Context: an optimization exercise on an open-source flow, tuned for small area, a short achievable clock period and few clock cycles per item. The choices shown serve that exercise and are no tape-out recipe. No functional check of the RTL was part of any run shown here.

==> flow/design.v, too long to show whole: its modules and the start of the top module <==
// module dct8_stream: 2318 lines
// module dct_fa: 10 lines
// module dct_ha: 9 lines
module dct8_stream #(
    parameter int IN_W        = 8,
    parameter int OUT_W       = 14,
    parameter int LEVEL_SHIFT = 0
) (
    input  logic                    clk,
    input  logic                    rst,
    input  logic                    en,
    input  logic                    in_valid,
    output logic                    in_ready,
    input  logic [IN_W-1:0]         x0,
    input  logic [IN_W-1:0]         x1,
    input  logic [IN_W-1:0]         x2,
    input  logic [IN_W-1:0]         x3,
    input  logic [IN_W-1:0]         x4,
    input  logic [IN_W-1:0]         x5,
    input  logic [IN_W-1:0]         x6,
    input  logic [IN_W-1:0]         x7,
    output logic                    out_valid,
    input  logic                    out_ready,
    output logic signed [OUT_W-1:0] y0,
    output logic signed [OUT_W-1:0] y1,
    output logic signed [OUT_W-1:0] y2,
    output logic signed [OUT_W-1:0] y3,
    output logic signed [OUT_W-1:0] y4,
    output logic signed [OUT_W-1:0] y5,
    output logic signed [OUT_W-1:0] y6,
    output logic signed [OUT_W-1:0] y7
);
  // ...
==> flow/run.sh <==
#!/bin/bash
# synth_recipe.tcl (not shown) runs the flow's synth.tcl, then flattens the netlist and writes it again
# the make line also repeats each setting of config.mk as NAME=value (left out here)
make -C /OpenROAD-flow-scripts/flow DESIGN_CONFIG=/design/flow/config.mk WORK_HOME=/design/flow/orfs CLKGATE_MAP_FILE= SYNTH_SCRIPT=/design/flow/synth_recipe.tcl finish
==> flow/config.mk <==
export PLATFORM = sky130hd
export DESIGN_NAME = dct8_stream
export DESIGN_NICKNAME = dct8_stream
export VERILOG_FILES = /design/flow/design.v
export SDC_FILE = /design/flow/constraint.sdc
export NUM_CORES = 4
export LEC_CHECK = 0
export ABC_CLOCK_PERIOD_IN_PS = 5000
export CAP_MARGIN = 20
export CORE_MARGIN = 2
export CORE_UTILIZATION = 50
export SETUP_SLACK_MARGIN = 5
export SLEW_MARGIN = 20
export SYNTH_HIERARCHICAL = 1
==> flow/constraint.sdc <==
create_clock -name core_clock -period 12.0 [get_ports {clk}]
set_input_delay 2.4000 -clock core_clock [delete_from_list [all_inputs] [get_ports {clk}]]
set_output_delay 2.4000 -clock core_clock [all_outputs]
set_load 0.01 [all_outputs]
==> results.json, run 1 <==
{
  "outcome": "complete, no violations",
  "clock_latency_ns": 0.60,
  "inv_count": 552,
  "die_h_um": 251.7,
  "yosys-mux-area-fraction_pct": 2.300,
  "buf_share_pct": 6.262,
  "fin_setup_tns_ns": 0,
  "final-seq-area_um2": 5789,
  "non_clock_buffer_count": 227,
  "io_buffers": 178,
  "layout-drive-gt1-share_pct": 5.839,
  "drv_slew": 0,
  "largest_reg_flops": 80,
  "cap_violations": 0,
  "synth_seq_cells": 215,
  "path_common_cell": "a21oi_1",
  "root_buffer": "clkbuf_16",
  "synth_top_family_by_area": "adder cells",
  "final_common_cell": "fa_1",
  "endpoint_kind": "register",
  "dr_wl_met3_um": 4962,
  "crit_chain": "buf_6 > ha_1 > a21oi_1 > o21a_1 > o21bai_1 > a21oi_1 > o21bai_1 > a21oi_1 > o31ai_1 > ha_1 > inv_1 > nor4_1 > a2111o_1 > or2_2 > fa_1 > fa_1 > fa_1 > ha_1 > a21o_1 > a21oi_1 > a21oi_2 > o31ai_1 > nor2b_1 > xnor2_1",
  "path_class": "reg -> reg",
  "worstMarginPinSlew_ns": 1.111,
  "critical_path_depth": 24
}
==> inputs of run 2 (changes only) <==
--- a/flow/config.mk
+++ b/flow/config.mk
@@ -7,7 +7,5 @@
 export LEC_CHECK = 0
-export ABC_CLOCK_PERIOD_IN_PS = 5000
 export CAP_MARGIN = 20
 export CORE_MARGIN = 2
-export CORE_UTILIZATION = 50
-export SETUP_SLACK_MARGIN = 5
+export CORE_UTILIZATION = 40
 export SLEW_MARGIN = 20
==> results.json, run 2 <==
{
  "worst_slack_ns": 4.668,
  "fmax_mhz": 136.4,
  "relSlewSlack_pct": 31.08,
  "routed_wl_um": 77770,
  "fin_setup_tns_ns": 0,
  "yosys.area.top_type": "fa_1",
  "fin_cells": 3873,
  "antenna_found_initial": 2,
  "grt_use_met2_pct": 34.22,
  "path_common_cell": "inv_1",
  "min_period_ns": 7.332,
  "ios": 183,
  "start_util_pct": 40.40,
  "start_kind": "register",
  "root_buffer": "clkbuf_16",
  "outcome": "complete, no violations",
  "grt_pass1_wl_um": 123600,
  "ctsHtreeMaxLevel": 1,
  "gp_congestion": 0.8877,
  "fin_skew_ns": 0.01814,
  "hp-class": "reg -> reg",
  "largest_reg_flops": 80,
  "syn2layout_area_growth_pct": 13.55,
  "synth_top_area_share_pct": 40.06,
  "synth.area.top_cells": "fa_1 (40%), ha_1 (15%), edfxtp_1 (14%)",
  "post-place-ws_ns": 4.726,
  "grt_max_degree": 68,
  "postCtsHoldBufs": 0,
  "rsz0062_at_grt": "no",
  "fillers": 6838,
  "path_class": "reg -> reg",
  "synth_edf_count": 148,
  "cts_sinks": 215,
  "grt.overflow.total": 0,
  "drt_iter0_markers": 1215,
  "yosys_warnings": 14,
  "cp.required_ns": 12.32,
  "syn-instance-count": 2607,
  "endpoint_kind": "register",
  "core_um2": 75950,
  "dpl.hpwl_um": 60840,
  "ys_seq_area_share_pct": 18.86,
  "wl_per_cell_um": 20.08,
  "worstMarginPinSlew_ns": 1.026,
  "fin_crit_sh_pct": 61.10,
  "antenna_left": 0,
  "drv_slew": 0,
  "synth.most_common_cell": "fa_1",
  "worst-path-max-fanout": 18,
  "yosys-top-cells-count": "fa_1 (614), inv_1 (551), ha_1 (368)",
  "vias_per_cell": 5.029,
  "core.rowCount": 101,
  "first_pass_iters": 5,
  "grt_use_total_pct": 20.55,
  "clkTransAtPathRegs_ns": 0.06,
  "synth.distinct_cells": 77,
  "dp_cells": 3819,
  "final_cell_mix": "fa_1 (614), inv_1 (550), ha_1 (368)",
  "cts_buffer_depth": 3,
  "final_util_pct": 45.87,
  "worst_path_max_delay_cell": "xnor2_1",
  "cts_tree": "done",
  "synth_ff_type": "edfxtp_1",
  "cts_buffers": 28,
  "crit_path_max_incr_delay_ns": 0.66,
  "setup_viol": 0,
  "die_area_um2": 78940,
  "num_vias": 19480,
  "multi_input_area_um2": 22540,
  "layout-drive-gt1-share_pct": 5.632,
  "io_buffers": 178,
  "cts_resized": 0,
  "hold_violations": 0,
  "met1_usage_pct": 28.02,
  "final_nets": 3870,
  "cap_violations": 0,
  "clock_latency_ns": 0.59,
  "busiest_layer": "met2",
  "syn-cell-area_um2": 30680,
  "largest-register": "yr",
  "post-route-drc-count": 0,
  "grt_pass1_vias": 21950,
  "worstPathArrival_ns": 7.66,
  "met3_usage_pct": 3.317,
  "post_cts_buffers": 0,
  "syn_avg_cell_area_um2": 11.77,
  "async_flop_share_pct": 0,
  "die_h_um": 281.0,
  "synth_seq_cells": 215,
  "final_common_cell": "fa_1",
  "largestRegisters": "yr (80), sk (64)",
  "die_x_um": 281.0,
  "final-seq-area_um2": 5789
}
## run 2: cell counts after synthesis
Identical to the previous run, type by type.
## run 2: path summary, 6_finish.rpt
kind	startpoint	endpoint	slack, ns	depth (start not counted)
worst max-delay path	a1_r[0]	yr[4][9]	4.67	30
worst min register to register	sk[5][5]	sk[5][5]	0.49	2
worst min-delay path	sk[5][5]	sk[5][5]	0.49	2
worst max register to register	a1_r[0]	yr[4][9]	4.67	30
## run 2: per-layer routing
metal	vias to the layer above	share of wire, %
li1	8778	-
met1	10030	44
met2	576	47
met3	97	6.5
met4	0	2.5
met5	-	0
## run 2: stage by stage
| step | hold WS, ns | area, µm² |
|---|---|---|
| 4_1_cts | 0.4924 | 34840 |
| 6_report | 0.4939 | 34840 |
| 5_1_grt | 0.5161 | 34840 |
| 3_3_place_gp | 0.4728 | 33850 |
| 3_5_place_dp | 0.4781 | 33850 |
| 2_1_floorplan | 0.4361 | 30690 |
## run 2: cell families after synthesis
group	Yosys count	synth area share [%]
AOI/OAI and AO/OA	349	7.797
xor gates and xnor gates	152	4.363
adders and majority gates	982	55.07
buffers and inverters	600	7.744
DFF	215	18.86
muxes	67	2.300
other	1	0.01222
and+or+nand+nor	241	3.862
## run 2: modules after synthesis, one instance, submodules excluded
module | cell area (µm²) | cells | times used
dct8_stream | 17930 | 1948 | 1
dct_fa | 20.02 | 1 | 600
dct_ha | 12.51 | 1 | 59
## run 2: area by class of cell
cell class / count / share of cell area, %
multi-input cells: 1795 / 64.71
flip-flops and latches: 215 / 16.62
repair buffers: 227 / 6.170
inverters: 552 / 5.954
well taps: 1030 / 3.699
clock buffers: 36 / 2.306
clock inverters: 16 / 0.5351
diodes: 2 / 0.01436
## run 2: critical path: cells and delay by family (launching register included)
family / cells / cell delay (ns)
fa+ha+maj: 7 / 2.51
compound gates: 11 / 1.93
xor+xnor: 3 / 0.94
buf+inv: 6 / 0.78
simple gates: 3 / 0.56
flops: 1 / 0.32

-- static timing again, ports no longer ideal --
No port has a modelled driver above. Below, the same layouts with a new extraction and two added sets of constraints. Step 1 (the two cells are an assumption about what drives the block):
set clk [get_ports {clk}]
set_driving_cell -lib_cell sky130_fd_sc_hd__clkbuf_16 $clk
set_driving_cell -lib_cell sky130_fd_sc_hd__buf_2 [delete_from_list [all_inputs] $clk]
Step 2 moves the port delays by t, midway between the first and last clock arrival at a register: inputs arrive t later, outputs are due t later. That takes back most of the time a late clock gives input paths. Three values: ideal, step 1, step 2; two values: the first two.
run | t, ns | setup WS [ns] | worst setup path after step 2 | clock arrival spread, ns | worst slew at a driven data input, ns
run 1 | 0.653 | 5.342 / 5.342 / 5.342 | register to register | 0.013 / 0.013 | 0.05
run 2 | 0.644 | 4.668 / 4.668 / 4.668 | register to register | 0.021 / 0.020 | 0.04
After both steps setup and hold are still met in every run listed.
